From an optimization exercise on the open Yosys and OpenROAD flow, aimed at small area; shortcuts taken in it are not production practice. Only simulation tests tie the RTL to the original design; equivalence was not proved. No activity file was given, so power comes from the tool's default toggle rates.

`design/flow/design.v`:
```
package mac_pkg;
    localparam logic [47:0] local_mac     = 48'h02_00_00_00_00_01;
    localparam logic [7:0]  preamble_byte = 8'h55;
    localparam logic [7:0]  sfd_byte      = 8'hD5;
    localparam logic [31:0] crc_poly_refl = 32'hEDB8_8320;
    localparam logic [31:0] crc_residue   = 32'hDEBB_20E3;
    localparam logic [31:0] crc_after_hdr = 32'h2336_3C1D;
endpackage
import mac_pkg::*;
module crc32_engine
(
    input  logic [31:0] crc,
    input  logic [7:0]  x,
    output logic [31:0] crc_next
);
    function automatic logic [31:0] crc_table(input logic [7:0] x);
        logic [31:0] c;
        c = {24'h0, x};
        for (int i = 0; i < 8; i++) begin
            c = c[0] ? ((c >> 1) ^ crc_poly_refl) : (c >> 1);
        end
        crc_table = c;
    endfunction
    assign crc_next = {8'h00, crc[31:8]} ^ crc_table(x);
endmodule
import mac_pkg::*;
module tx_framer
(
    input  logic         clk,
    input  logic         rst_n,
    input  logic [31:0]  tx_data,
    input  logic [6:0]   tx_len,
    input  logic         tx_req,
    output logic         tx_ack,
    output logic [7:0]   gmii_tx_d,
    output logic         gmii_tx_en,
    output logic [31:0]  tx_frame_count
);
    localparam logic [1:0] st_collect = 2'd0;
    localparam logic [1:0] st_pre     = 2'd1;    
    localparam logic [1:0] st_payload = 2'd2;
    localparam logic [1:0] st_tail    = 2'd3;    
    logic [1:0]  state;
    logic [5:0]  cnt;
    logic [3:0]  wcnt;           
    logic [5:0]  lenm1;
    logic [31:0] words [16];
    logic        shift;
    logic        take;
    logic [7:0]  pre_byte;
    logic [7:0]  pay_byte;
    logic [7:0]  next_byte;
    logic [31:0] crc;
    logic [31:0] crc_next;
    logic [7:0]  crc_x;
    assign take  = state == st_collect && tx_req && !tx_ack;
    assign shift = take || (state == st_pre && wcnt != 4'd0) ||
                   (state == st_payload && cnt[1:0] == 2'd3);
    always_ff @(posedge clk) begin
        if (shift) begin
            for (int k = 0; k < 15; k++) words[k] <= words[k + 1];
            words[15] <= tx_data;
        end
    end
    always_comb begin
        case (cnt[4:0])
            5'd7:                     pre_byte = sfd_byte;
            5'd8,  5'd9,  5'd10,
            5'd11, 5'd12, 5'd13:      pre_byte = 8'hFF;
            5'd14:                    pre_byte = 8'h02;
            5'd15, 5'd16, 5'd17,
            5'd18, 5'd21:             pre_byte = 8'h00;
            5'd19:                    pre_byte = 8'h01;
            5'd20:                    pre_byte = 8'h08;
            default:                  pre_byte = preamble_byte;
        endcase
    end
    assign pay_byte = words[0][8 * cnt[1:0] +: 8];
    always_comb begin
        case (state)
            st_pre:     next_byte = pre_byte;
            st_payload: next_byte = pay_byte;
            default:    next_byte = ~crc[7:0];
        endcase
    end
    assign crc_x = (state == st_payload) ? (crc[7:0] ^ pay_byte) : 8'h00;
    crc32_engine u_crc (
        .crc      (crc),
        .x        (crc_x),
        .crc_next (crc_next)
    );
    always_ff @(posedge clk) begin
        crc       <= state[1] ? crc_next : crc_after_hdr;
        gmii_tx_d <= next_byte;
    end
    always_ff @(posedge clk) begin
        if (state == st_collect && !tx_req && tx_ack) begin
            lenm1 <= 6'(tx_len - 7'd1);
        end
    end
    always_ff @(posedge clk or negedge rst_n) begin
        if (!rst_n) begin
            state          <= st_collect;
            cnt            <= '0;
            wcnt           <= '0;
            tx_ack         <= 1'b0;
            gmii_tx_en     <= 1'b0;
            tx_frame_count <= '0;
        end else begin
            gmii_tx_en <= state == st_pre || state == st_payload ||
                          (state == st_tail && cnt[5:2] == 4'd0);
            cnt        <= cnt + 6'd1;
            case (state)
                st_collect: begin
                    cnt <= '0;
                    if (take) begin
                        tx_ack <= 1'b1;
                        wcnt   <= wcnt + 4'd1;
                    end else if (!tx_req && tx_ack) begin
                        tx_ack <= 1'b0;
                        if (wcnt == 4'((tx_len + 7'd3) >> 2)) begin    
                            state <= st_pre;
                        end
                    end
                end
                st_pre: begin
                    if (wcnt != 4'd0) begin
                        wcnt <= wcnt + 4'd1;
                    end
                    if (cnt == 6'd21) begin
                        cnt   <= '0;
                        state <= st_payload;
                    end
                end
                st_payload: begin
                    if (cnt == lenm1) begin
                        cnt   <= '0;
                        state <= st_tail;
                    end
                end
                default: begin
                    if (cnt == 6'd4) begin
                        tx_frame_count <= tx_frame_count + 32'd1;
                    end
                    if (cnt == 6'd15) begin
                        state <= st_collect;
                    end
                end
            endcase
        end
    end
endmodule
import mac_pkg::*;
module rx_parser
(
    input  logic        clk,
    input  logic        rst_n,
    input  logic [7:0]  gmii_rx_d,
    input  logic        gmii_rx_dv,
    input  logic        gmii_rx_er,
    output logic        store_wr_en,      
    output logic        store_start,      
    output logic [1:0]  store_lane,
    output logic        store_commit,
    output logic [6:0]  store_commit_len,
    input  logic        store_busy,
    output logic [31:0] rx_drop_count
);
    localparam logic [2:0] st_idle     = 3'd0;
    localparam logic [2:0] st_preamble = 3'd1;
    localparam logic [2:0] st_header   = 3'd2;
    localparam logic [2:0] st_body     = 3'd3;
    localparam logic [2:0] st_skip     = 3'd4;    
    logic [2:0]  state;
    logic [6:0]  cnt;           
    logic        accept;        
    logic        err_seen;
    logic        is_local;      
    logic        is_bcast;      
    logic        store_abort;
    logic [31:0] crc;
    logic [31:0] crc_next;
    logic        len_ok;
    logic        frame_good;
    logic [7:0]  local_byte;
    assign len_ok     = cnt >= 7'd5 && cnt <= 7'd68;
    assign frame_good = accept && !err_seen && (is_local || is_bcast) && len_ok &&
                        crc == crc_residue;
    assign store_wr_en      = state == st_body && accept && gmii_rx_dv;
    assign store_start      = store_wr_en && cnt == 7'd0;
    assign store_lane       = cnt[1:0];
    assign store_commit_len = cnt - 7'd4;
    crc32_engine u_crc (
        .crc      (crc),
        .x        (crc[7:0] ^ gmii_rx_d),
        .crc_next (crc_next)
    );
    always_ff @(posedge clk) begin
        crc <= (state == st_header || state == st_body) ? crc_next : '1;
    end
    always_comb begin
        case (cnt[2:0])
            3'd0:    local_byte = 8'h02;
            3'd5:    local_byte = 8'h01;
            default: local_byte = 8'h00;
        endcase
    end
    always_ff @(posedge clk) begin
        if (state == st_preamble) begin
            accept   <= !store_busy;
            err_seen <= gmii_rx_er;
            is_local <= 1'b1;
            is_bcast <= 1'b1;
        end else if ((state == st_header || state == st_body) && gmii_rx_dv) begin
            err_seen <= err_seen | gmii_rx_er;
            if (state == st_header && cnt < 7'd6) begin
                is_local <= is_local && gmii_rx_d == local_byte;
                is_bcast <= is_bcast && gmii_rx_d == 8'hFF;
            end
        end
    end
    always_ff @(posedge clk or negedge rst_n) begin
        if (!rst_n) begin
            state         <= st_idle;
            cnt           <= '0;
            store_commit  <= 1'b0;
            store_abort   <= 1'b0;
            rx_drop_count <= '0;
        end else begin
            store_commit <= 1'b0;
            store_abort  <= 1'b0;
            if (store_abort) begin
                rx_drop_count <= rx_drop_count + 32'd1;
            end
            case (state)
                st_idle: begin
                    if (gmii_rx_dv) begin
                        state <= (gmii_rx_d == preamble_byte) ? st_preamble : st_skip;
                    end
                end
                st_preamble: begin
                    cnt <= '0;
                    if (!gmii_rx_dv) begin
                        state <= st_idle;
                    end else if (gmii_rx_d == sfd_byte) begin
                        state <= st_header;
                    end else if (gmii_rx_d != preamble_byte) begin
                        state <= st_skip;
                    end
                end
                st_header: begin
                    if (!gmii_rx_dv) begin
                        store_abort <= 1'b1;     
                        state       <= st_idle;
                    end else begin
                        cnt <= cnt + 7'd1;
                        if (cnt == 7'd13) begin
                            cnt   <= '0;
                            state <= st_body;
                        end
                    end
                end
                st_body: begin
                    if (gmii_rx_dv) begin
                        if (cnt != 7'h7F) begin
                            cnt <= cnt + 7'd1;
                        end
                    end else begin
                        store_commit <= frame_good;
                        store_abort  <= !frame_good;
                        state        <= st_idle;
                    end
                end
                default: begin
                    if (!gmii_rx_dv) begin
                        state <= st_idle;
                    end
                end
            endcase
        end
    end
endmodule
import mac_pkg::*;
module rx_frame_buffer
(
    input  logic         clk,
    input  logic         rst_n,
    input  logic         store_wr_en,
    input  logic         store_start,
    input  logic [1:0]   store_lane,
    input  logic [7:0]   store_wr_byte,
    input  logic         store_commit,
    input  logic [6:0]   store_commit_len,
    output logic         store_busy,
    output logic [31:0]  rx_data,
    output logic [6:0]   rx_len,
    output logic         rx_last,
    output logic         rx_req,
    input  logic         rx_ack
);
    localparam int ring_len = 17;
    logic [3:0][7:0] ring [ring_len];
    logic [4:0]      rd_pos;         
    logic [4:0]      pos_inc;
    logic [3:0]      rd_idx;
    logic            busy;
    logic            advance;
    logic [6:0]      len_m1;
    logic [3:0][7:0] word;
    assign store_busy = busy;
    assign len_m1     = rx_len - 7'd1;
    assign rx_last    = rd_idx == len_m1[5:2];
    assign advance    = busy && !store_commit && !rx_req && !rx_ack && !rx_last;
    always_ff @(posedge clk) begin
        for (int p = 0; p < ring_len; p++) begin
            for (int j = 0; j < 4; j++) begin
                if (p == j && store_wr_en && store_lane == 2'(j)) begin
                    ring[p][j] <= store_wr_byte;
                end else begin
                    ring[p][j] <= ring[(p + ring_len - 1) % ring_len][j];
                end
            end
        end
    end
    assign pos_inc = (rd_pos == 5'd16) ? 5'd0 : rd_pos + 5'd1;
    always_ff @(posedge clk) begin
        if (store_start) begin
            rd_pos <= 5'd0;
        end else if (advance) begin
            rd_pos <= (rd_pos >= 5'd3) ? rd_pos - 5'd3 : rd_pos + 5'd14;
        end else begin
            rd_pos <= pos_inc;
        end
    end
    always_comb begin
        word = ring[rd_pos];
        for (int b = 0; b < 4; b++) begin
            if (rx_last && 2'(b) > len_m1[1:0]) begin
                word[b] = 8'h00;
            end
        end
    end
    assign rx_data = word;
    always_ff @(posedge clk) begin
        if (store_commit) begin
            rd_idx <= '0;
            rx_len <= store_commit_len;
        end else if (advance) begin
            rd_idx <= rd_idx + 4'd1;
        end
    end
    always_ff @(posedge clk or negedge rst_n) begin
        if (!rst_n) begin
            busy   <= 1'b0;
            rx_req <= 1'b0;
        end else if (store_commit) begin
            busy   <= 1'b1;
            rx_req <= 1'b1;
        end else if (rx_req && rx_ack) begin
            rx_req <= 1'b0;
        end else if (busy && !rx_req && !rx_ack) begin
            if (rx_last) begin
                busy <= 1'b0;
            end else begin
                rx_req <= 1'b1;
            end
        end
    end
endmodule
import mac_pkg::*;
module ethernet_mac
(
    input  logic         clk,
    input  logic         rst_n,
    input  logic [31:0]  tx_data,
    input  logic [6:0]   tx_len,
    input  logic         tx_req,
    output logic         tx_ack,
    output logic [31:0]  rx_data,
    output logic [6:0]   rx_len,
    output logic         rx_last,
    output logic         rx_req,
    input  logic         rx_ack,
    output logic [7:0]   gmii_tx_d,
    output logic         gmii_tx_en,
    input  logic [7:0]   gmii_rx_d,
    input  logic         gmii_rx_dv,
    input  logic         gmii_rx_er,
    output logic [31:0]  tx_frame_count,
    output logic [31:0]  rx_drop_count
);
    logic         store_wr_en;
    logic         store_start;
    logic [1:0]   store_lane;
    logic         store_commit;
    logic [6:0]   store_commit_len;
    logic         store_busy;
    tx_framer u_tx_framer (
        .clk            (clk),
        .rst_n          (rst_n),
        .tx_data        (tx_data),
        .tx_len         (tx_len),
        .tx_req         (tx_req),
        .tx_ack         (tx_ack),
        .gmii_tx_d      (gmii_tx_d),
        .gmii_tx_en     (gmii_tx_en),
        .tx_frame_count (tx_frame_count)
    );
    rx_parser u_rx_parser (
        .clk              (clk),
        .rst_n            (rst_n),
        .gmii_rx_d        (gmii_rx_d),
        .gmii_rx_dv       (gmii_rx_dv),
        .gmii_rx_er       (gmii_rx_er),
        .store_wr_en      (store_wr_en),
        .store_start      (store_start),
        .store_lane       (store_lane),
        .store_commit     (store_commit),
        .store_commit_len (store_commit_len),
        .store_busy       (store_busy),
        .rx_drop_count    (rx_drop_count)
    );
    rx_frame_buffer u_rx_buffer (
        .clk              (clk),
        .rst_n            (rst_n),
        .store_wr_en      (store_wr_en),
        .store_start      (store_start),
        .store_lane       (store_lane),
        .store_wr_byte    (gmii_rx_d),
        .store_commit     (store_commit),
        .store_commit_len (store_commit_len),
        .store_busy       (store_busy),
        .rx_data          (rx_data),
        .rx_len           (rx_len),
        .rx_last          (rx_last),
        .rx_req           (rx_req),
        .rx_ack           (rx_ack)
    );
endmodule
```
`design/flow/run.sh`:
```
#!/bin/bash
# synth_recipe.tcl (not shown) runs the flow's synth.tcl, then flattens the netlist and writes it again
# the make line also repeats each setting of config.mk as NAME=value (left out here)
make -C /OpenROAD-flow-scripts/flow DESIGN_CONFIG=/design/flow/config.mk WORK_HOME=/design/flow/orfs CLKGATE_MAP_FILE= SYNTH_SCRIPT=/design/flow/synth_recipe.tcl finish
```
`design/flow/config.mk`:
```
export PLATFORM = sky130hd
export DESIGN_NAME = ethernet_mac
export DESIGN_NICKNAME = ethernet_mac
export VERILOG_FILES = /design/flow/design.v
export SDC_FILE = /design/flow/constraint.sdc
export NUM_CORES = 4
export LEC_CHECK = 0
export CAP_MARGIN = 20
export CORE_MARGIN = 2
export CORE_UTILIZATION = 40
export CTS_BUF_LIST = sky130_fd_sc_hd__clkbuf_8
export CTS_CLUSTER_DIAMETER = 40
export CTS_CLUSTER_SIZE = 18
export SLEW_MARGIN = 20
```
`design/flow/constraint.sdc`:
```
create_clock -name core_clock -period 8.0 [get_ports {clk}]
set_input_delay 1.6000 -clock core_clock [delete_from_list [all_inputs] [get_ports {clk}]]
set_output_delay 1.6000 -clock core_clock [all_outputs]
set_load 0.01 [all_outputs]
```
==> impl_metrics.py, run 1 <==
metrics = {
    "run_status": {
        "status": "complete, no violations",
    },
    "floorplanning": {
        "core_um2": 100000,
        "io_pins": 168,
        "die_x_um": 321.7,
        "die_h_um": 321.7,
        "start_util_pct": 40.37,
        "die_area_um2": 103500,
        "row_count": 116,
    },
    "cts": {
        "clk_path_buf_depth": 3,
        "htree_levels": 4,
        "clkSinkCount": 1246,
        "clk_latency_ns": 0.82,
        "cts_made_buffers": 142,
        "tritoncts": "done",
        "cts_resized": 0,
        "clk_pin_slew_worst_paths_ns": 0.08,
        "cts_setup_buffers": 0,
        "cts-root-buf": "clkbuf_8",
        "ctsHoldBuffers": 0,
    },
    "global_routing": {
        "grt_antenna_before_repair": 5,
        "grt_pass1_vias": 22470,
        "overflow": 0,
        "track_usage_pct": 16.35,
        "grt_max_degree": 181,
        "grt_pass1_wl_um": 130300,
    },
    "sta": {
        "rsz0062_at_grt": "false",
        "finalMaxSlewViolations": 0,
        "tns_ns": 0,
        "period_needed_ns": 6.617,
        "setup_violations": 0,
        "worstMarginPinSlew_ns": 1.202,
        "fin_crit_sh_pct": 82.71,
        "max_slew_margin_pct": 19.72,
        "skew_ns": 0.04664,
        "hold_violations": 0,
        "fmax_mhz": 151.1,
    },
    "routing": {
        "drc": 0,
        "vias": 21940,
        "via_per_inst": 5.126,
        "wl_um": 84800,
        "firstDrtPassIters": 6,
        "antenna_left": 0,
        "wl_per_cell_um": 19.82,
        "drt_iter0_markers": 1945,
    },
    "worst_setup_path": {
        "rr_worst_depth": 4,
        "reg2reg_to": "u_tx_framer.words[13][14]$_DFFE_PP_",
        "worstSetupStartpointType": "flip-flop",
        "critical_path_class": "flip-flop to output port",
        "cpMaxStageDelayCell": "nor2_2",
        "crit_path_max_fanout": 21,
        "r2r_start": "u_tx_framer.state[1]$_DFFE_PN0P_",
        "cpPeakStageDelay_ns": 0.78,
        "worstPathRequired_ns": 6.40,
        "cp_top_family": "buffers and inverters",
        "timing.critical_path.buf_inv": 3,
        "cpMostUsedCell": "buf_4",
        "end_kind": "output port",
        "crit_chain": "buf_4 -> nor2_2 -> and3_2 -> buf_4 -> a222oi_1 -> o21ai_0 -> nor2_1 -> a311oi_1 -> clkdlybuf4s50_1",
        "rrSetupSlack_ns": 4.22,
        "cp.arrival_ns": 5.02,
    },
    "logic_synthesis": {
        "yosysTopAreaCellShare_pct": 39.20,
        "synth_cells": 2612,
        "ys.flop_type": "dfxtp_1",
        "synth-seq-area-share_pct": 76.00,
        "async_reset_ff_share_pct": 7.384,
        "yosys_warnings": 6,
        "synth_top_cell_by_area": "edfxtp_1",
        "netlist_area_um2": 40370,
        "ys_types": 79,
        "ys_ff_latch": 1246,
        "synth_nets": 2699,
        "postSynthAreaPerCell_um2": 15.46,
        "yosys-top-cells-area": "edfxtp_1 (39%), dfxtp_1 (31%), dfrtp_1 (5.7%), xnor2_1 (2.9%), mux2_2 (1.9%)",
        "synth_edf_count": 527,
    },
    "power": {
        "ir_worst_vdd_uv": 341.8,
        "p_per_area_nw_per_um2": 402.4,
        "p_leak_nw": 16.96,
        "p_total_mw": 18.95,
    },
    "layout": {
        "syn_to_final_growth_pct": 16.65,
        "seqCellArea_um2": 30680,
        "multiInputGateArea_um2": 9296,
        "drive_gt1_share_pct": 14.09,
        "nFillCells": 8499,
        "nets": 2950,
    },
    "min_path": {
        "hold_path_end": "u_rx_buffer.ring[0][27]$_DFF_P_",
        "holdPathStages": 0,
        "holdCritStartpoint": "u_rx_buffer.ring[16][27]$_DFF_P_",
        "min-delay-path-class": "flip-flop to flip-flop",
    },
    "place": {
        "gp_congestion": 0.8606,
        "dp_hpwl_um": 51490,
        "port_buffers": 166,
    },
    "flow_run": {
        "maxCapViolCount": 0,
    },
}
-- routing by layer --
layer | part of all wire, % | vias up | track usage [%]
li1 | - | 10180 | -
met1 | 44 | 10790 | 21.97
met2 | 45 | 770 | 24.81
met3 | 7.2 | 199 | 4.175
met4 | 3.9 | 2 | 7.695
met5 | 0.015 | - | 0
-- sequential cells by signal, indices dropped and copies added, names as in the netlist, 2 cells and up --
signal                      cells
u_rx_buffer.rx_len              7
u_rx_parser.crc                32
u_tx_framer.state               2
u_tx_framer.tx_frame_count     32
u_rx_buffer.rd_pos              5
u_rx_parser.cnt                 7
u_rx_buffer.ring              544
u_tx_framer.gmii_tx_d           8
u_rx_parser.state               3
u_rx_buffer.rd_idx              4
u_tx_framer.cnt                 6
u_tx_framer.lenm1               6
u_tx_framer.words             512
u_tx_framer.wcnt                4
u_rx_parser.rx_drop_count      32
u_tx_framer.crc                32
-- cell families after synthesis --
logic type | share of synthesized area, %
buffers and inverters | 1.364
AO/OA/AOI/OAI | 7.302
multiplexers | 2.721
adder cells (fa/ha/maj) | 1.054
flip-flops | 76.00
AND/OR/NAND/NOR | 6.143
XOR/XNOR | 5.418
-- worst max-delay path by stage --
stage          depth (start not counted)                             start  slack, ns                                end
2_1_floorplan                          3                            tx_req       2.19  u_tx_framer.words[0][0]$_DFFE_PP_
3_3_place_gp                           9  u_rx_buffer.rd_pos[2]$_SDFF_PP0_       2.38                        rx_data[16]
3_5_place_dp                           9  u_rx_buffer.rd_pos[2]$_SDFF_PP0_       2.39                        rx_data[16]
4_1_cts                                9  u_rx_buffer.rd_pos[2]$_SDFF_PP0_       1.46                        rx_data[16]
5_1_grt                                9  u_rx_buffer.rd_pos[3]$_SDFF_PP0_       1.34                        rx_data[16]
6_report                               9  u_rx_buffer.rd_pos[2]$_SDFF_PP0_       1.38                        rx_data[16]
-- synthesized netlist by cell type (22+ instances only) --
library cell	instances
xnor2_1	133
nand2_1	121
clkbuf_1	81
a211oi_1	25
a22oi_1	93
nor3_1	26
a21oi_1	42
dfxtp_1	627
o21ai_0	47
ha_1	34
inv_1	36
a22o_1	29
edfxtp_1	527
a222oi_1	33
nor2b_1	22
nor2_1	123
nand4_1	34
dfrtp_1	92
a221oi_1	31
nand3_1	62
mux2_2	67
xor2_1	58
-- power breakdown --
part	total (mW)	internal, mW	switching, mW
Combinational	4.90	1.83	3.07
Sequential	9.21	8.75	0.461
Clock	4.83	2.36	2.47
Total	18.9	12.9	6.01
-- per-stage QoR --
step                      hold WS, ns  instance area (um2)  setup slack, ns  util [%]  std cells
after floorplan                0.3257                40380            2.193         -       2612
after global placement         0.3289                43770            2.381     43.77       4017
after detailed placement       0.3346                43780            2.386     43.78       4017
after CTS                      0.3133                47080            1.460     47.08       4278
after global routing           0.3283                47090            1.337     47.09       4279
final                          0.3254                47090            1.383     47.09       4279
-- cells in the final DEF, fill, tap and decap left out, types with 20 or more instances in the layout --
| cell type | count |
|---|---|
| edfxtp_1 | 527 |
| nor2b_1 | 20 |
| dfxtp_1 | 625 |
| a21oi_1 | 42 |
| nand3_1 | 62 |
| mux2_2 | 67 |
| inv_6 | 20 |
| buf_4 | 42 |
| inv_1 | 46 |
| a22oi_1 | 93 |
| xnor2_1 | 133 |
| o21ai_0 | 47 |
| xor2_1 | 58 |
| nand2_1 | 121 |
| dfrtp_1 | 92 |
| nor2_1 | 117 |
| clkdlybuf4s50_1 | 165 |
| a221oi_1 | 31 |
| nand4_1 | 34 |
| clkbuf_8 | 151 |
| a222oi_1 | 33 |
| and3_1 | 20 |
| nor3_1 | 25 |
| a22o_1 | 29 |
| ha_1 | 33 |
| a211oi_1 | 25 |
-- cell type report --
cell class	instances	share of cell area, %
clock inverters	110	2.609
clock buffers	151	4.413
multi-input cells	1225	19.74
diodes	1	0.005314
flip-flops and latches	1246	65.16
well taps	1298	3.449
repair buffers	211	4.328
inverters	37	0.2949
==> run 2: changes to the inputs <==
--- a/design/flow/config.mk
+++ b/design/flow/config.mk
@@ -8,7 +8,4 @@
 export CAP_MARGIN = 20
 export CORE_MARGIN = 2
 export CORE_UTILIZATION = 40
-export CTS_BUF_LIST = sky130_fd_sc_hd__clkbuf_8
-export CTS_CLUSTER_DIAMETER = 40
-export CTS_CLUSTER_SIZE = 18
 export SLEW_MARGIN = 20
==> run 2 against run 1 <==
Sequential share of layout area fell by 1.0 points. Total power up 4.8%. Synthesized cell count unchanged. Worst setup slack improved by 0.16 ns. Worst hold slack gained 0.0018 ns. Maximum frequency up 2.6%. First-iteration DRC count increased by 2.0%. Sequential power hardly changed. Die area unchanged. Cell count down 0.89%. Critical path type unchanged. Largest power group unchanged.
==> impl_metrics.py, run 2 <==
metrics = {
    "min_path": {
        "holdPathStages": 0,
        "min-delay-path-class": "flip-flop to flip-flop",
    },
    "layout": {
        "antenna_cells": 0,
        "reg_top3": "u_rx_buffer.ring (544), u_tx_framer.words (512)",
        "final_cells": 4241,
        "largest_reg_flops": 544,
        "top_register": "u_rx_buffer.ring",
        "mostFrequentLayoutCells": "dfxtp_1 (625), edfxtp_1 (527), clkdlybuf4s50_1 (165)",
        "final_common_cell": "dfxtp_1",
        "syn_to_final_growth_pct": 18.53,
        "nets": 2927,
        "final_core_util_pct": 47.85,
        "drive_gt1_share_pct": 12.06,
        "nFillCells": 8401,
    },
    "floorplanning": {
        "die_area_um2": 103500,
        "die_h_um": 321.7,
        "die_x_um": 321.7,
        "io_pins": 168,
        "row_count": 116,
        "start_util_pct": 40.37,
        "core_um2": 100000,
    },
    "global_routing": {
        "grt_pass1_vias": 22310,
        "track_usage_pct": 16.24,
        "overflow": 0,
        "grt_max_degree": 181,
        "grt_pass1_wl_um": 130300,
        "grt_antenna_before_repair": 5,
    },
    "worst_setup_path": {
        "cpMaxStageDelayCell": "nor2_2",
        "cpPeakStageDelay_ns": 0.81,
        "cp_top_family": "simple AND/OR/NAND/NOR gates",
        "crit_path_max_fanout": 21,
        "worstPathRequired_ns": 6.40,
        "rr_worst_depth": 4,
        "crit_chain": "buf_4 -> nor2_2 -> and3_2 -> buf_4 -> a222oi_1 -> o21ai_0 -> nor2_1 -> a311oi_1 -> clkdlybuf4s50_1",
        "cpMostUsedCell": "buf_4",
        "end_kind": "output port",
        "crit_cells": 9,
        "cp.arrival_ns": 4.85,
        "worstSetupStartpointType": "flip-flop",
        "timing.critical_path.buf_inv": 3,
        "critical_path_class": "flip-flop to output port",
    },
    "cts": {
        "cts_setup_buffers": 0,
        "clk_path_buf_depth": 3,
        "htree_levels": 3,
        "clkSinkCount": 1246,
        "clk_latency_ns": 0.69,
        "cts_made_buffers": 119,
        "cts-root-buf": "clkbuf_16",
        "ctsHoldBuffers": 0,
        "clk_pin_slew_worst_paths_ns": 0.06,
        "cts_resized": 0,
        "tritoncts": "done",
    },
    "power": {
        "p_per_area_nw_per_um2": 414.9,
        "ir_worst_vdd_uv": 346.6,
        "p_leak_nw": 17.24,
    },
    "sta": {
        "hold_violations": 0,
        "finalMaxSlewViolations": 0,
        "fin_crit_sh_pct": 80.65,
        "worstMarginPinSlew_ns": 1.218,
        "fmax_mhz": 155.0,
        "tns_ns": 0,
        "rsz0062_at_grt": "false",
        "holdWs_ns": 0.3272,
        "skew_ns": 0.03298,
        "setup_violations": 0,
        "period_needed_ns": 6.452,
        "setup_ws_ns": 1.548,
        "max_slew_margin_pct": 18.71,
    },
    "logic_synthesis": {
        "yosys-top-cells-area": "edfxtp_1 (39%), dfxtp_1 (31%), dfrtp_1 (5.7%), xnor2_1 (2.9%), mux2_2 (1.9%)",
        "async_reset_ff_share_pct": 7.384,
        "synth_edf_count": 527,
        "ys_ff_latch": 1246,
        "yosysTopAreaCellShare_pct": 39.20,
        "yosys-top-cells-count": "dfxtp_1 (627), edfxtp_1 (527), xnor2_1 (133), nor2_1 (123), nand2_1 (121)",
        "synth.most_common_cell": "dfxtp_1",
        "synth_top_cell_by_area": "edfxtp_1",
        "netlist_area_um2": 40370,
        "yosys_warnings": 6,
        "ys.flop_type": "dfxtp_1",
        "synth_nets": 2699,
        "postSynthAreaPerCell_um2": 15.46,
        "synth-seq-area-share_pct": 76.00,
        "ys_types": 79,
        "synth_cells": 2612,
    },
    "place": {
        "gp_congestion": 0.8606,
        "dp_hpwl_um": 51490,
        "dp_slack_ns": 2.386,
        "place_inst": 4017,
        "port_buffers": 166,
    },
    "routing": {
        "antenna_left": 0,
        "wl_per_cell_um": 20.03,
        "drc": 0,
        "firstDrtPassIters": 6,
        "vias": 21910,
        "via_per_inst": 5.167,
        "drt_iter0_markers": 1984,
        "wl_um": 84950,
    },
    "run_status": {
        "status": "complete, no violations",
    },
    "flow_run": {
        "maxCapViolCount": 0,
    },
}
==> run 2: cell counts after synthesis <==
Identical to the previous run, type by type.
==> run 2: worst paths after layout <==
check                                                 start                                   endpoint  slack [ns]
hold / removal             u_rx_buffer.ring[15][19]$_DFF_P_           u_rx_buffer.ring[16][19]$_DFF_P_        0.33
setup / recovery           u_rx_buffer.rd_pos[2]$_SDFF_PP0_                                rx_data[16]        1.55
setup reg to reg           u_tx_framer.state[1]$_DFFE_PN0P_         u_tx_framer.words[9][25]$_DFFE_PP_        4.18
min in group asynchronous                             rst_n            u_tx_framer.wcnt[0]$_DFFE_PN0P_        0.77
max in group asynchronous                             rst_n  u_rx_parser.rx_drop_count[23]$_DFFE_PN0P_        6.26
hold reg to reg            u_rx_buffer.ring[15][19]$_DFF_P_           u_rx_buffer.ring[16][19]$_DFF_P_        0.33
==> run 2: worst reg2reg max path, delay by kind of cell (launching register included) <==
family / cells / cell delay [ns]
adders and majority gates: 1 / 0.56
DFF: 1 / 0.64
buffers and inverters: 2 / 1.29
AOI/OAI and AO/OA: 1 / 0.74
==> run 2: metrics by stage <==
| stage | total power, mW | instance area (um2) |
|---|---|---|
| finish | 19.85 | 47850 |
| global route | 20.80 | 47850 |
| CTS | 20.05 | 47850 |
| detailed placement | 14.30 | 43780 |
| global placement | 14.12 | 43770 |
| floorplan | 12.53 | 40380 |
==> run 2: metal layers <==
metal,up-vias,track usage [%],wire [um]
li1,10140,-,-
met1,10830,22.03,37700
met2,755,24.86,38120
met3,187,3.666,5970
met4,4,7.404,3136
met5,-,0,24
==> run 2: layout make-up <==
class	count	area [um2]	share of cell area, %
timing repair buffer	211	2038	4.259
clock buffer	161	3318	6.934
tap	1298	1624	3.394
clock inverter	63	753.2	1.574
multi-input combinational	1225	9296	19.43
sequential	1246	30680	64.12
inverter	37	138.9	0.2902
==> run 2: report_power, final <==
part	total [mW]	internal (mW)	switching (mW)
clock	5.73	3.37	2.37
combinational	4.89	1.83	3.06
sequential	9.23	8.77	0.462
total	19.9	14.0	5.89
==> run 2: logic make-up (layout without fill, tap and decap cells) <==
| kind of cell | after synthesis | in the layout | synth area share, % |
|---|---|---|---|
| DFF | 1246 | 1246 | 76.00 |
| and+or+nand+nor | 496 | 496 | 6.143 |
| AOI/OAI and AO/OA | 389 | 389 | 7.302 |
| xor gates and xnor gates | 215 | 215 | 5.418 |
| buffers and inverters | 141 | 472 | 1.364 |
| muxes | 91 | 91 | 2.721 |
| adders and majority gates | 34 | 34 | 1.054 |
==> run 3: changes to the inputs <==
--- a/design/flow/config.mk
+++ b/design/flow/config.mk
@@ -8,4 +8,7 @@
 export CAP_MARGIN = 20
 export CORE_MARGIN = 2
 export CORE_UTILIZATION = 40
+export CTS_BUF_LIST = sky130_fd_sc_hd__clkbuf_16
+export CTS_CLUSTER_DIAMETER = 60
+export CTS_CLUSTER_SIZE = 30
 export SLEW_MARGIN = 20
==> run 3 against run 2 <==
Global-route usage fell by 0.10 points. Die area did not move. Worst hold slack got worse by 0.0051 ns. Synthesized cell count did not move. Largest power group unchanged. Still clean on timing, DRC and antenna. Total power fell by 4.3%. Wire length fell by 0.99%. Synthesized area did not move. Register-to-register slack improved by 0.03 ns. First-iteration DRC count fell by 0.15%. Highest routed layer unchanged. Worst setup slack improved by 0.013 ns. Cell count fell by 1.4%. Design area fell by 1.7%. Critical path type unchanged. Critical endpoint is now rx_data[26].
==> impl_metrics.py, run 3 <==
metrics = {
    "sta": {
        "fmax_mhz": 155.3,
        "max_slew_margin_pct": 18.47,
        "worstMarginPinSlew_ns": 1.221,
        "rsz0062_at_grt": "false",
        "skew_ns": 0.04279,
        "fin_crit_sh_pct": 80.49,
        "hold_violations": 0,
        "setup_violations": 0,
        "tns_ns": 0,
        "finalMaxSlewViolations": 0,
        "period_needed_ns": 6.439,
    },
    "floorplanning": {
        "die_x_um": 321.7,
        "die_h_um": 321.7,
        "core_um2": 100000,
        "row_count": 116,
        "die_area_um2": 103500,
        "start_util_pct": 40.37,
        "io_pins": 168,
    },
    "place": {
        "dp_hpwl_um": 51490,
        "port_buffers": 166,
        "gp_congestion": 0.8606,
        "place_inst": 4017,
    },
    "worst_setup_path": {
        "crit_path_max_fanout": 22,
        "r2r_start": "u_tx_framer.state[1]$_DFFE_PN0P_",
        "cpPeakStageDelay_ns": 0.73,
        "crit_chain": "ha_1 -> and3_1 -> ha_2 -> buf_4 -> a221o_1 -> a221oi_1 -> a311oi_1 -> clkdlybuf4s50_1",
        "worstPathRequired_ns": 6.40,
        "rrSetupSlack_ns": 4.21,
        "cp-endpoint": "rx_data[26]",
        "startpoint": "u_rx_buffer.rd_pos[0]$_SDFFE_PP0P_",
        "end_kind": "output port",
        "worstSetupStartpointType": "flip-flop",
        "cp.arrival_ns": 4.84,
        "cpMaxStageDelayCell": "a311oi_1",
        "rr_worst_depth": 4,
        "reg2reg_to": "u_tx_framer.words[11][3]$_DFFE_PP_",
        "critical_path_class": "flip-flop to output port",
    },
    "layout": {
        "final_cells": 4181,
        "mostFrequentLayoutCells": "dfxtp_1 (625), edfxtp_1 (527), clkdlybuf4s50_1 (165)",
        "top_register": "u_rx_buffer.ring",
        "largest_reg_flops": 544,
        "drive_gt1_share_pct": 11.34,
        "antenna_cells": 0,
        "syn_to_final_growth_pct": 16.51,
        "final_core_util_pct": 47.03,
        "reg_top3": "u_rx_buffer.ring (544), u_tx_framer.words (512)",
        "nets": 2896,
        "final_common_cell": "dfxtp_1",
    },
    "global_routing": {
        "track_usage_pct": 16.13,
        "grt_pass1_wl_um": 129300,
        "grt_antenna_before_repair": 5,
        "grt_pass1_vias": 22090,
        "overflow": 0,
        "grt_max_degree": 181,
    },
    "cts": {
        "clk_latency_ns": 0.69,
        "clk_path_buf_depth": 3,
        "cts_resized": 0,
        "tritoncts": "done",
        "ctsHoldBuffers": 0,
        "htree_levels": 3,
        "clk_pin_slew_worst_paths_ns": 0.10,
        "cts-root-buf": "clkbuf_16",
        "clkSinkCount": 1246,
        "cts_made_buffers": 88,
        "cts_setup_buffers": 0,
    },
    "routing": {
        "drt_iter0_markers": 1981,
        "wl_per_cell_um": 20.12,
        "firstDrtPassIters": 8,
        "via_per_inst": 5.199,
        "wl_um": 84110,
        "antenna_left": 0,
        "vias": 21740,
        "drc": 0,
    },
    "logic_synthesis": {
        "netlist_area_um2": 40370,
        "ys_ff_latch": 1246,
        "synth_cells": 2612,
        "synth-seq-area-share_pct": 76.00,
        "synth_top_cell_by_area": "edfxtp_1",
        "ys_types": 79,
        "async_reset_ff_share_pct": 7.384,
        "yosys-top-cells-area": "edfxtp_1 (39%), dfxtp_1 (31%), dfrtp_1 (5.7%), xnor2_1 (2.9%), mux2_2 (1.9%)",
        "ys.flop_type": "dfxtp_1",
        "synth.most_common_cell": "dfxtp_1",
        "postSynthAreaPerCell_um2": 15.46,
        "synth_nets": 2699,
        "synth_edf_count": 527,
        "yosys_warnings": 6,
        "yosys-top-cells-count": "dfxtp_1 (627), edfxtp_1 (527), xnor2_1 (133), nor2_1 (123), nand2_1 (121)",
        "yosysTopAreaCellShare_pct": 39.20,
    },
    "min_path": {
        "min-delay-path-class": "flip-flop to flip-flop",
        "holdCritStartpoint": "u_rx_buffer.ring[4][16]$_DFF_P_",
    },
    "power": {
        "p_leak_nw": 16.84,
        "p_per_area_nw_per_um2": 403.9,
        "ir_worst_vdd_uv": 344.0,
    },
    "run_status": {
        "status": "complete, no violations",
    },
    "flow_run": {
        "maxCapViolCount": 0,
    },
}
==> run 3: cell counts after synthesis <==
Identical to the previous run, type by type.
==> run 3: power breakdown <==
group | switching, mW | internal [mW]
Clock | 2.57 | 2.32
Combinational | 3.06 | 1.83
Sequential | 0.459 | 8.75
==> run 3: per-stage QoR <==
stage                     hold WS, ns  instance area [um2]  worst slack [ns]  total power [mW]
after global routing           0.3417                47030             1.407             19.94
final                          0.3221                47030             1.561             18.99
after CTS                      0.3349                47030             1.628             19.20
after global placement         0.3289                43770             2.381             14.12
after detailed placement       0.3346                43780             2.386             14.30
after floorplan                0.3257                40380             2.193             12.53
==> run 3: layout make-up <==
class,count,area [um2]
fillers,8489,52970
flip-flops and latches,1246,30680
multi-input cells,1225,9296
clock buffers,88,2202
repair buffers,211,2038
well taps,1298,1624
clock inverters,76,1051
inverters,37,138.9
==> run 3: layer usage <==
layer	up-vias	wire length (um)	track usage [%]
met2	746	37960	24.89
li1	10060	-	-
met4	4	2936	7.072
met1	10750	36980	21.86
met5	-	24	0
met3	172	6206	3.622
==> run 3: cells by family (layout without fill, tap and decap cells) <==
group                      count (synthesis)  after routing  synth area share, %
AOI/OAI and AO/OA                        389            389                7.302
adders and majority gates                 34             34                1.054
and+or+nand+nor                          496            496                6.143
DFF                                     1246           1246                76.00
muxes                                     91             91                2.721
buffers and inverters                    141            412                1.364
xor gates and xnor gates                 215            215                5.418
==> run 3: worst max-delay path, delay by kind of cell, from the launching register on <==
| family | cells | cell delay, ns |
|---|---|---|
| adder cells (fa/ha/maj) | 2 | 1.38 |
| buffers and inverters | 2 | 1.06 |
| AO/OA/AOI/OAI | 3 | 0.97 |
| AND/OR/NAND/NOR | 1 | 0.26 |
| flip-flops | 1 | 0.50 |
==> run 3: how the worst min path moves through the flow <==
| stage | to | slack, ns | cells after the start |
|---|---|---|---|
| floorplan | u_rx_buffer.ring[10][12]$_DFF_P_ | 0.33 | 0 |
| global placement | u_rx_buffer.ring[5][31]$_DFF_P_ | 0.33 | 0 |
| detailed placement | u_rx_buffer.ring[14][25]$_DFF_P_ | 0.33 | 0 |
| CTS | u_rx_buffer.ring[5][16]$_DFF_P_ | 0.33 | 0 |
| global route | u_rx_buffer.ring[3][19]$_DFF_P_ | 0.34 | 0 |
| finish | u_rx_buffer.ring[5][16]$_DFF_P_ | 0.32 | 0 |
==> run 4: changes to the inputs <==
--- a/design/flow/design.v
+++ b/design/flow/design.v
@@ -49,7 +49,6 @@
     logic        take;
     logic [7:0]  pre_byte;
     logic [7:0]  pay_byte;
-    logic [7:0]  next_byte;
     logic [31:0] crc;
     logic [31:0] crc_next;
     logic [7:0]  crc_x;
@@ -64,23 +63,23 @@
     end
     always_comb begin
         case (cnt[4:0])
-            5'd7:                     pre_byte = sfd_byte;
-            5'd8,  5'd9,  5'd10,
-            5'd11, 5'd12, 5'd13:      pre_byte = 8'hFF;
-            5'd14:                    pre_byte = 8'h02;
-            5'd15, 5'd16, 5'd17,
-            5'd18, 5'd21:             pre_byte = 8'h00;
-            5'd19:                    pre_byte = 8'h01;
-            5'd20:                    pre_byte = 8'h08;
+            5'd8:                     pre_byte = sfd_byte;
+            5'd9,  5'd10, 5'd11,
+            5'd12, 5'd13, 5'd14:      pre_byte = 8'hFF;
+            5'd15:                    pre_byte = 8'h02;
+            5'd16, 5'd17, 5'd18,
+            5'd19, 5'd22:             pre_byte = 8'h00;
+            5'd20:                    pre_byte = 8'h01;
+            5'd21:                    pre_byte = 8'h08;
             default:                  pre_byte = preamble_byte;
         endcase
     end
     assign pay_byte = words[0][8 * cnt[1:0] +: 8];
     always_comb begin
         case (state)
-            st_pre:     next_byte = pre_byte;
-            st_payload: next_byte = pay_byte;
-            default:    next_byte = ~crc[7:0];
+            st_pre:     gmii_tx_d = pre_byte;
+            st_payload: gmii_tx_d = pay_byte;
+            default:    gmii_tx_d = ~crc[7:0];
         endcase
     end
     assign crc_x = (state == st_payload) ? (crc[7:0] ^ pay_byte) : 8'h00;
@@ -90,29 +89,32 @@
         .crc_next (crc_next)
     );
     always_ff @(posedge clk) begin
-        crc       <= state[1] ? crc_next : crc_after_hdr;
-        gmii_tx_d <= next_byte;
+        crc <= state[1] ? crc_next : crc_after_hdr;
     end
+    assign gmii_tx_en = (state == st_pre && cnt != 6'd0) || state == st_payload ||
+                        (state == st_tail && cnt[5:2] == 4'd0);
     always_ff @(posedge clk) begin
         if (state == st_collect && !tx_req && tx_ack) begin
             lenm1 <= 6'(tx_len - 7'd1);
         end
     end
+    always_ff @(posedge clk) begin
+        if (state == st_collect || (state == st_pre && cnt == 6'd22) ||
+            (state == st_payload && cnt == lenm1)) begin
+            cnt <= '0;
+        end else begin
+            cnt <= cnt + 6'd1;
+        end
+    end
     always_ff @(posedge clk or negedge rst_n) begin
         if (!rst_n) begin
             state          <= st_collect;
-            cnt            <= '0;
             wcnt           <= '0;
             tx_ack         <= 1'b0;
-            gmii_tx_en     <= 1'b0;
             tx_frame_count <= '0;
         end else begin
-            gmii_tx_en <= state == st_pre || state == st_payload ||
-                          (state == st_tail && cnt[5:2] == 4'd0);
-            cnt        <= cnt + 6'd1;
             case (state)
                 st_collect: begin
-                    cnt <= '0;
                     if (take) begin
                         tx_ack <= 1'b1;
                         wcnt   <= wcnt + 4'd1;
@@ -127,22 +129,20 @@
                     if (wcnt != 4'd0) begin
                         wcnt <= wcnt + 4'd1;
                     end
-                    if (cnt == 6'd21) begin
-                        cnt   <= '0;
+                    if (cnt == 6'd22) begin
                         state <= st_payload;
                     end
                 end
                 st_payload: begin
                     if (cnt == lenm1) begin
-                        cnt   <= '0;
                         state <= st_tail;
                     end
                 end
                 default: begin
-                    if (cnt == 6'd4) begin
+                    if (cnt == 6'd3) begin
                         tx_frame_count <= tx_frame_count + 32'd1;
                     end
-                    if (cnt == 6'd15) begin
+                    if (cnt == 6'd14) begin
                         state <= st_collect;
                     end
                 end
@@ -166,37 +166,38 @@
     input  logic        store_busy,
     output logic [31:0] rx_drop_count
 );
-    localparam logic [2:0] st_idle     = 3'd0;
-    localparam logic [2:0] st_preamble = 3'd1;
-    localparam logic [2:0] st_header   = 3'd2;
-    localparam logic [2:0] st_body     = 3'd3;
-    localparam logic [2:0] st_skip     = 3'd4;    
-    logic [2:0]  state;
+    localparam logic [1:0] st_idle     = 2'd0;
+    localparam logic [1:0] st_preamble = 2'd1;
+    localparam logic [1:0] st_frame    = 2'd2;    
+    localparam logic [1:0] st_skip     = 2'd3;    
+    logic [1:0]  state;
     logic [6:0]  cnt;           
     logic        accept;        
     logic        err_seen;
     logic        is_local;      
     logic        is_bcast;      
     logic        store_abort;
+    logic        in_body;
     logic [31:0] crc;
     logic [31:0] crc_next;
     logic        len_ok;
     logic        frame_good;
     logic [7:0]  local_byte;
-    assign len_ok     = cnt >= 7'd5 && cnt <= 7'd68;
+    assign in_body    = cnt >= 7'd14;
+    assign len_ok     = cnt >= 7'd19 && cnt <= 7'd82;
     assign frame_good = accept && !err_seen && (is_local || is_bcast) && len_ok &&
                         crc == crc_residue;
-    assign store_wr_en      = state == st_body && accept && gmii_rx_dv;
-    assign store_start      = store_wr_en && cnt == 7'd0;
-    assign store_lane       = cnt[1:0];
-    assign store_commit_len = cnt - 7'd4;
+    assign store_wr_en      = state == st_frame && in_body && accept && gmii_rx_dv;
+    assign store_start      = store_wr_en && cnt == 7'd14;
+    assign store_lane       = 2'(cnt + 7'd2);
+    assign store_commit_len = cnt - 7'd18;
     crc32_engine u_crc (
         .crc      (crc),
         .x        (crc[7:0] ^ gmii_rx_d),
         .crc_next (crc_next)
     );
     always_ff @(posedge clk) begin
-        crc <= (state == st_header || state == st_body) ? crc_next : '1;
+        crc <= (state == st_frame) ? crc_next : '1;
     end
     always_comb begin
         case (cnt[2:0])
@@ -207,13 +208,17 @@
     end
     always_ff @(posedge clk) begin
         if (state == st_preamble) begin
+            cnt      <= '0;
             accept   <= !store_busy;
             err_seen <= gmii_rx_er;
             is_local <= 1'b1;
             is_bcast <= 1'b1;
-        end else if ((state == st_header || state == st_body) && gmii_rx_dv) begin
+        end else if (state == st_frame && gmii_rx_dv) begin
+            if (cnt != 7'h7F) begin
+                cnt <= cnt + 7'd1;
+            end
             err_seen <= err_seen | gmii_rx_er;
-            if (state == st_header && cnt < 7'd6) begin
+            if (cnt < 7'd6) begin
                 is_local <= is_local && gmii_rx_d == local_byte;
                 is_bcast <= is_bcast && gmii_rx_d == 8'hFF;
             end
@@ -222,7 +227,6 @@
     always_ff @(posedge clk or negedge rst_n) begin
         if (!rst_n) begin
             state         <= st_idle;
-            cnt           <= '0;
             store_commit  <= 1'b0;
             store_abort   <= 1'b0;
             rx_drop_count <= '0;
@@ -239,35 +243,18 @@
                     end
                 end
                 st_preamble: begin
-                    cnt <= '0;
                     if (!gmii_rx_dv) begin
                         state <= st_idle;
                     end else if (gmii_rx_d == sfd_byte) begin
-                        state <= st_header;
+                        state <= st_frame;
                     end else if (gmii_rx_d != preamble_byte) begin
                         state <= st_skip;
                     end
                 end
-                st_header: begin
+                st_frame: begin
                     if (!gmii_rx_dv) begin
-                        store_abort <= 1'b1;     
-                        state       <= st_idle;
-                    end else begin
-                        cnt <= cnt + 7'd1;
-                        if (cnt == 7'd13) begin
-                            cnt   <= '0;
-                            state <= st_body;
-                        end
-                    end
-                end
-                st_body: begin
-                    if (gmii_rx_dv) begin
-                        if (cnt != 7'h7F) begin
-                            cnt <= cnt + 7'd1;
-                        end
-                    end else begin
-                        store_commit <= frame_good;
-                        store_abort  <= !frame_good;
+                        store_commit <= in_body && frame_good;
+                        store_abort  <= !(in_body && frame_good);
                         state        <= st_idle;
                     end
                 end
@@ -302,14 +289,14 @@
     logic [3:0][7:0] ring [ring_len];
     logic [4:0]      rd_pos;         
     logic [4:0]      pos_inc;
-    logic [3:0]      rd_idx;
+    logic [3:0]      words_left;     
     logic            busy;
     logic            advance;
-    logic [6:0]      len_m1;
+    logic [1:0]      last_lane;
     logic [3:0][7:0] word;
     assign store_busy = busy;
-    assign len_m1     = rx_len - 7'd1;
-    assign rx_last    = rd_idx == len_m1[5:2];
+    assign last_lane  = rx_len[1:0] - 2'd1;
+    assign rx_last    = words_left == 4'd0;
     assign advance    = busy && !store_commit && !rx_req && !rx_ack && !rx_last;
     always_ff @(posedge clk) begin
         for (int p = 0; p < ring_len; p++) begin
@@ -335,7 +322,7 @@
     always_comb begin
         word = ring[rd_pos];
         for (int b = 0; b < 4; b++) begin
-            if (rx_last && 2'(b) > len_m1[1:0]) begin
+            if (rx_last && 2'(b) > last_lane) begin
                 word[b] = 8'h00;
             end
         end
@@ -343,10 +330,10 @@
     assign rx_data = word;
     always_ff @(posedge clk) begin
         if (store_commit) begin
-            rd_idx <= '0;
-            rx_len <= store_commit_len;
+            words_left <= 4'((store_commit_len - 7'd1) >> 2);
+            rx_len     <= store_commit_len;
         end else if (advance) begin
-            rd_idx <= rd_idx + 4'd1;
+            words_left <= words_left - 4'd1;
         end
     end
     always_ff @(posedge clk or negedge rst_n) begin
==> run 4 against run 3 <==
Still clean on timing, DRC and antenna. Cell count fell by 1.2%. Global-route usage fell by 0.43 points. Maximum frequency rose by 2.1%. Wire length fell by 2.9%. Total power fell by 24%. Design area fell by 0.63%. Worst setup slack improved by 0.13 ns. Register-to-register slack got worse by 0.49 ns. Die area fell by 0.53%.
==> impl_metrics.py, run 4 <==
metrics = {
    "logic_synthesis": {
        "postSynthAreaPerCell_um2": 15.55,
        "synth_nets": 2669,
        "synth_cells": 2582,
        "ys_ff_latch": 1242,
        "async_reset_ff_share_pct": 6.200,
        "netlist_area_um2": 40150,
        "yosysTopAreaCellShare_pct": 39.71,
        "synth_edf_count": 531,
        "ys.flop_type": "dfxtp_1",
        "yosys-top-cells-count": "dfxtp_1 (634), edfxtp_1 (531), xnor2_1 (126), nand2_1 (116), nor2_1 (113)",
        "yosys-top-cells-area": "edfxtp_1 (40%), dfxtp_1 (32%), dfrtp_1 (4.8%), xnor2_1 (2.7%), xor2_1 (1.5%)",
        "ys_types": 81,
        "synth.most_common_cell": "dfxtp_1",
        "synth-seq-area-share_pct": 76.13,
        "synth_top_cell_by_area": "edfxtp_1",
        "yosys_warnings": 6,
    },
    "worst_setup_path": {
        "cp_top_family": "buffers and inverters",
        "critical_path_class": "flip-flop to output port",
        "reg2reg_to": "u_tx_framer.pre_byte[3]$_DFF_P_",
        "crit_cells": 9,
        "cpMostUsedCell": "buf_4",
        "cp.arrival_ns": 4.71,
        "rrSetupSlack_ns": 3.72,
        "worstPathRequired_ns": 6.40,
        "startpoint": "u_rx_buffer.rd_pos[2]$_SDFF_PP0_",
        "cp-endpoint": "rx_data[23]",
        "crit_path_max_fanout": 31,
        "r2r_start": "u_tx_framer.state[1]$_DFFE_PN0P_",
        "end_kind": "output port",
        "rr_worst_depth": 10,
        "cpMaxStageDelayCell": "dfxtp_2",
        "crit_chain": "buf_4 -> and3_1 -> ha_2 -> buf_4 -> a222oi_1 -> nand3_1 -> a2111oi_0 -> a211oi_1 -> clkdlybuf4s50_1",
        "cpPeakStageDelay_ns": 0.73,
        "timing.critical_path.buf_inv": 3,
        "worstSetupStartpointType": "flip-flop",
    },
    "routing": {
        "drt_iter0_markers": 2337,
        "drc": 0,
        "via_per_inst": 5.182,
        "wl_per_cell_um": 19.76,
        "antenna_left": 0,
        "wl_um": 81640,
        "vias": 21410,
        "firstDrtPassIters": 6,
    },
    "cts": {
        "tritoncts": "done",
        "clkSinkCount": 1242,
        "cts_resized": 0,
        "cts-root-buf": "clkbuf_16",
        "cts_setup_buffers": 0,
        "clk_latency_ns": 0.69,
        "cts_made_buffers": 86,
        "ctsHoldBuffers": 0,
        "htree_levels": 3,
        "clk_pin_slew_worst_paths_ns": 0.11,
        "clk_path_buf_depth": 3,
    },
    "layout": {
        "reg_top3": "u_rx_buffer.ring (544), u_tx_framer.words (512)",
        "nets": 2847,
        "top_register": "u_rx_buffer.ring",
        "final_cells": 4132,
        "nFillCells": 8524,
        "multiInputGateArea_um2": 9130,
        "syn_to_final_growth_pct": 16.40,
        "drive_gt1_share_pct": 10.55,
        "mostFrequentLayoutCells": "dfxtp_1 (632), edfxtp_1 (531), clkdlybuf4s50_1 (165)",
        "final_common_cell": "dfxtp_1",
        "fin_area_um2": 46740,
        "largest_reg_flops": 544,
        "seqCellArea_um2": 30570,
        "final_core_util_pct": 46.80,
    },
    "sta": {
        "setup_violations": 0,
        "max_slew_margin_pct": 25.34,
        "worstMarginPinSlew_ns": 1.118,
        "finalMaxSlewViolations": 0,
        "rsz0062_at_grt": "false",
        "period_needed_ns": 6.307,
        "tns_ns": 0,
        "setup_ws_ns": 1.693,
        "skew_ns": 0.04123,
        "holdWs_ns": 0.3297,
        "fin_crit_sh_pct": 78.84,
        "fmax_mhz": 158.6,
        "hold_violations": 0,
    },
    "min_path": {
        "min-delay-path-class": "flip-flop to flip-flop",
    },
    "run_status": {
        "status": "complete, no violations",
    },
    "global_routing": {
        "track_usage_pct": 15.71,
        "grt_antenna_before_repair": 5,
        "overflow": 0,
        "grt_pass1_wl_um": 126000,
        "grt_max_degree": 173,
        "grt_pass1_vias": 21410,
    },
    "floorplanning": {
        "die_h_um": 320.8,
        "die_x_um": 320.8,
        "die_area_um2": 102900,
        "start_util_pct": 40.21,
        "row_count": 116,
        "core_um2": 99860,
        "io_pins": 168,
    },
    "place": {
        "dpl_cell_area_um2": 43380,
        "gp_congestion": 0.8426,
        "dp_slack_ns": 2.049,
        "place_inst": 3970,
        "dp_hpwl_um": 48860,
        "port_buffers": 166,
    },
    "power": {
        "p_leak_nw": 16.76,
        "ir_worst_vdd_uv": 235.3,
        "p_total_mw": 14.47,
        "p_per_area_nw_per_um2": 309.7,
    },
    "flow_run": {
        "maxCapViolCount": 0,
    },
}
-- run 4: cell count changes in the layout (fill, tap and decap cells not counted), moves of 13 or more --
cell and delta:
nor3_1 +19, buf_4 -16, a22oi_1 -15, dfrtp_1 -15, mux2_2 -13, xor2_1 +13
-- run 4: layout make-up --
cell class | count | share of cell area (%)
Antenna cell | 1 | 0.005354
Multi-Input combinational cell | 1191 | 19.54
Timing Repair Buffer | 194 | 4.061
Sequential cell | 1242 | 65.41
Tap cell | 1298 | 3.475
Clock inverter | 73 | 2.442
Clock buffer | 88 | 4.712
Inverter | 45 | 0.3614
-- run 4: how the worst min path moves through the flow --
stage / startpoint / end / slack, ns / cells after the start
2_1_floorplan: u_rx_buffer.ring[10][13]$_DFF_P_ / u_rx_buffer.ring[11][13]$_DFF_P_ / 0.33 / 0
5_1_grt: u_rx_buffer.ring[6][26]$_DFF_P_ / u_rx_buffer.ring[7][26]$_DFF_P_ / 0.33 / 0
6_report: u_rx_buffer.ring[3][26]$_DFF_P_ / u_rx_buffer.ring[4][26]$_DFF_P_ / 0.33 / 0
3_5_place_dp: u_rx_buffer.ring[16][8]$_DFF_P_ / u_rx_buffer.ring[0][8]$_DFF_P_ / 0.33 / 0
3_3_place_gp: u_rx_buffer.ring[10][14]$_DFF_P_ / u_rx_buffer.ring[11][14]$_DFF_P_ / 0.33 / 0
4_1_cts: u_rx_buffer.ring[3][26]$_DFF_P_ / u_rx_buffer.ring[4][26]$_DFF_P_ / 0.33 / 0
-- run 4: kinds of logic (layout without fill, tap and decap cells) --
logic type | count (synthesis) | after routing | synth area share [%]
simple gates | 493 | 493 | 6.264
flops | 1242 | 1242 | 76.13
compound gates | 365 | 365 | 6.868
buf+inv | 149 | 400 | 1.527
mux | 74 | 74 | 2.312
other cells | 0 | 1 | 0
fa+ha+maj | 34 | 34 | 1.060
xor+xnor | 225 | 225 | 5.843
-- run 4: power by group --
| group | switching, mW | internal [mW] | total (mW) | leakage [nW] |
|---|---|---|---|---|
| logic | 1.64 | 1.06 | 2.70 | 4.21 |
| clock network | 2.62 | 2.31 | 4.93 | 1.60 |
| registers | 0.175 | 6.67 | 6.84 | 11.0 |
-- run 4: metal layers --
metal | GRT usage [%] | wire length [um]
met4 | 6.687 | 2642
met2 | 24.32 | 36930
met1 | 21.52 | 35910
met5 | 0 | 0
met3 | 3.243 | 6165
==> run 5: changes to the inputs <==
==> design/flow/flow/run.sh (new file) <==
#!/bin/bash
# Standard layout with two changes: ports buffered with the smallest buffer,
# and clock tree synthesis without dummy loads.
set -euo pipefail
bash standard.sh \
  "BUFFER_PORTS_ARGS=-buffer_cell sky130_fd_sc_hd__buf_1" \
  "CTS_ARGS=-sink_clustering_enable -repair_clock_nets -dont_use_dummy_load -buf_list sky130_fd_sc_hd__clkbuf_16 -sink_clustering_size 40 -sink_clustering_max_diameter 45" \
  finish > flow.log 2>&1
==> design/flow/standard.sh (new file) <==
#!/bin/bash
# synth_recipe.tcl (not shown) runs the flow's synth.tcl, then flattens the netlist and writes it again
# the make line also repeats each setting of config.mk as NAME=value (left out here)
make -C /OpenROAD-flow-scripts/flow DESIGN_CONFIG=/design/flow/config.mk WORK_HOME=/design/flow/orfs CLKGATE_MAP_FILE= SYNTH_SCRIPT=/design/flow/synth_recipe.tcl "${@:-finish}"
removed: design/flow/run.sh
==> run 5 against run 4 <==
Critical path depth unchanged. Cell count fell by 0.87%. Wire length grew 0.49%. Utilization fell by 1.4 points. Count of clock-buffer cells in the layout grew 29. Highest routed layer unchanged.
==> impl_metrics.py, run 5 <==
metrics = {
    "run_status": {
        "status": "complete, no violations",
    },
    "logic_synthesis": {
        "ys_types": 81,
        "ys.flop_type": "dfxtp_1",
        "yosys_warnings": 6,
        "synth_nets": 2669,
        "async_reset_ff_share_pct": 6.200,
        "yosysTopAreaCellShare_pct": 39.71,
        "yosys-top-cells-area": "edfxtp_1 (40%), dfxtp_1 (32%), dfrtp_1 (4.8%), xnor2_1 (2.7%), xor2_1 (1.5%)",
        "postSynthAreaPerCell_um2": 15.55,
        "synth.most_common_cell": "dfxtp_1",
        "synth_top_cell_by_area": "edfxtp_1",
        "synth_edf_count": 531,
        "synth_cells": 2582,
        "netlist_area_um2": 40150,
        "ys_ff_latch": 1242,
        "yosys-top-cells-count": "dfxtp_1 (634), edfxtp_1 (531), xnor2_1 (126), nand2_1 (116), nor2_1 (113)",
        "synth-seq-area-share_pct": 76.13,
    },
    "routing": {
        "drt_iter0_markers": 1859,
        "wl_met1_um": 36050,
        "via_per_inst": 5.247,
        "wl_per_cell_um": 20.03,
        "drc": 0,
        "dr.max_layer_used": "met4",
        "dr_wl_met3_um": 6116,
        "antenna_left": 0,
        "wl_um": 82040,
        "vias": 21490,
        "firstDrtPassIters": 6,
        "dr_wl_met2_um": 37120,
    },
    "place": {
        "gp_congestion": 0.8294,
        "port_buffers": 166,
        "dp_slack_ns": 2.632,
        "place_inst": 3979,
        "dp_hpwl_um": 49430,
    },
    "cts": {
        "clk_latency_ns": 0.70,
        "tritoncts": "done",
        "clkSinkCount": 1242,
        "clk_pin_slew_worst_paths_ns": 0.06,
        "cts_setup_buffers": 0,
        "clk_path_buf_depth": 3,
        "cts_resized": 0,
        "htree_levels": 3,
        "cts-root-buf": "clkbuf_16",
        "cts_made_buffers": 117,
        "ctsHoldBuffers": 0,
    },
    "worst_setup_path": {
        "critical_path_class": "flip-flop to output port",
        "worstSetupStartpointType": "flip-flop",
        "rrSetupSlack_ns": 3.70,
        "end_kind": "output port",
        "worstPathRequired_ns": 6.40,
        "crit_path_max_fanout": 29,
        "r2r_start": "u_tx_framer.state[1]$_DFFE_PN0P_",
        "cp.arrival_ns": 4.53,
        "startpoint": "u_rx_buffer.rd_pos[3]$_SDFF_PP0_",
    },
    "power": {
        "p_per_area_nw_per_um2": 305.8,
        "p_int_mw": 10.00,
        "switching_share_pct": 27.85,
        "ir_worst_vdd_uv": 428.2,
        "p_clk_share_pct": 33.1,
        "seq_power_share_pct": 49.3,
        "p_comb_share_pct": 17.6,
        "power.switching_mw": 3.861,
        "p_leak_nw": 16.24,
    },
    "floorplanning": {
        "die_x_um": 320.8,
        "die_area_um2": 102900,
        "io_pins": 168,
        "row_count": 116,
        "start_util_pct": 40.21,
        "die_h_um": 320.8,
        "core_um2": 99860,
    },
    "sta": {
        "skew_ns": 0.06800,
        "tns_ns": 0,
        "setup_violations": 0,
        "setup_ws_ns": 1.872,
        "max_slew_margin_pct": 20.65,
        "hold_violations": 0,
        "rsz0062_at_grt": "false",
        "fin_crit_sh_pct": 76.60,
        "period_needed_ns": 6.128,
        "finalMaxSlewViolations": 0,
        "fmax_mhz": 163.2,
        "worstMarginPinSlew_ns": 1.188,
    },
    "layout": {
        "top_register": "u_rx_buffer.ring",
        "drive_gt1_share_pct": 9.471,
        "nets": 2887,
        "mostFrequentLayoutCells": "dfxtp_1 (632), edfxtp_1 (531), buf_1 (165)",
        "syn_to_final_growth_pct": 12.95,
        "largest_reg_flops": 544,
        "final_common_cell": "dfxtp_1",
        "reg_top3": "u_rx_buffer.ring (544), u_tx_framer.words (512)",
        "antenna_cells": 0,
        "final_cells": 4096,
    },
    "global_routing": {
        "grt_antenna_before_repair": 3,
        "grt_pass1_wl_um": 125800,
        "grt_max_degree": 213,
        "grt_pass1_vias": 21830,
        "overflow": 0,
        "track_usage_pct": 15.73,
    },
    "min_path": {
        "holdCritStartpoint": "u_rx_buffer.ring[12][8]$_DFF_P_",
        "min-delay-path-class": "flip-flop to flip-flop",
    },
    "flow_run": {
        "maxCapViolCount": 0,
    },
}
-- run 5: critical path, stage by stage (launching register included) --
cell and delay [ns]:
dfxtp_4 0.60, buf_4 0.52, nor4bb_4 1.03, buf_4 0.51
a22oi_1 0.15, o211ai_1 0.10, nor2_1 0.08, and3_1 0.18
nor3_1 0.46, buf_1 0.22
-- run 5: logic make-up (layout without fill, tap and decap cells) --
| family | after synthesis | in the layout | synth area share (%) |
|---|---|---|---|
| multiplexers | 74 | 74 | 2.312 |
| buffers and inverters | 149 | 365 | 1.527 |
| AO/OA/AOI/OAI | 365 | 365 | 6.868 |
| adder cells (fa/ha/maj) | 34 | 34 | 1.060 |
| XOR/XNOR | 225 | 225 | 5.843 |
| AND/OR/NAND/NOR | 493 | 493 | 6.264 |
| flip-flops | 1242 | 1242 | 76.13 |
-- run 5: power by group through the flow --
stage                     sequential, mW  combinational (mW)  clock, mW
after detailed placement            6.96                2.42          0
after floorplan                     6.89                1.50          0
after CTS                           6.83                2.44       4.73
final                               6.83                2.44       4.59
after global routing                6.84                2.60       4.97
after global placement              6.96                2.41          0
-- run 5: layout make-up --
cell class,instances,area (um2)
clock buffer,117,2928
multi-input combinational,1191,9134
sequential,1242,30570
inverter,45,168.9
tap,1298,1624
timing repair buffer,203,924.6
fill,8577,54510
-- run 5: per-layer routing --
layer	GRT usage, %	vias up
li1	-	9888
met3	3.488	184
met1	21.30	10650
met4	6.615	0
met5	0	-
met2	24.48	765
-- run 5: final timing paths --
check                                                             to  depth (start not counted)
max                                                      rx_data[26]                          9
min                                  u_rx_buffer.ring[13][8]$_DFF_P_                          0
max reg2reg                          u_tx_framer.pre_byte[3]$_DFF_P_                         10
min reg2reg                          u_rx_buffer.ring[13][8]$_DFF_P_                          0
max in group asynchronous  u_tx_framer.tx_frame_count[0]$_DFFE_PN0P_                          1
min in group asynchronous  u_rx_parser.rx_drop_count[22]$_DFFE_PN0P_                          1
-- run 5: metrics by stage --
step	utilization (%)	hold WS, ns	total power, mW	area, um2
5_1_grt	45.41	0.3167	14.41	45350
2_1_floorplan	-	0.3257	8.382	40160
3_5_place_dp	42.46	0.3355	9.384	42400
3_3_place_gp	42.45	0.3293	9.368	42390
4_1_cts	45.40	0.3165	13.99	45330
6_report	45.41	0.3173	13.87	45350

## static timing again, ports no longer ideal
No port has a modelled driver above. Below, the same layouts with a new extraction and two added sets of constraints.
Step 1: set_driving_cell puts a clkbuf_16 on clk and a buf_2 on each other input, an assumption about the parent block.
Step 2, shift: input delay + t, output delay - t, t = (earliest + latest rising clock arrival at the registers) / 2. This alone moves slack from input paths to output paths.
a / b / c = no drivers / after step 1 / after step 2; a / b = the first two.
| run | t (ns) | setup WS [ns] | worst setup path after step 2 |
|---|---|---|---|
| run 1 | 0.867 | 1.383 / 1.326 / 2.193 | register to output |
| run 2 | 0.740 | 1.548 / 1.488 / 2.229 | register to output |
| run 3 | 0.727 | 1.561 / 1.501 / 2.228 | register to output |
| run 4 | 0.736 | 1.693 / 1.631 / 2.367 | register to output |
| run 5 | 0.725 | 1.872 / 1.811 / 2.536 | register to output |
After both steps setup and hold are still met in every run listed.
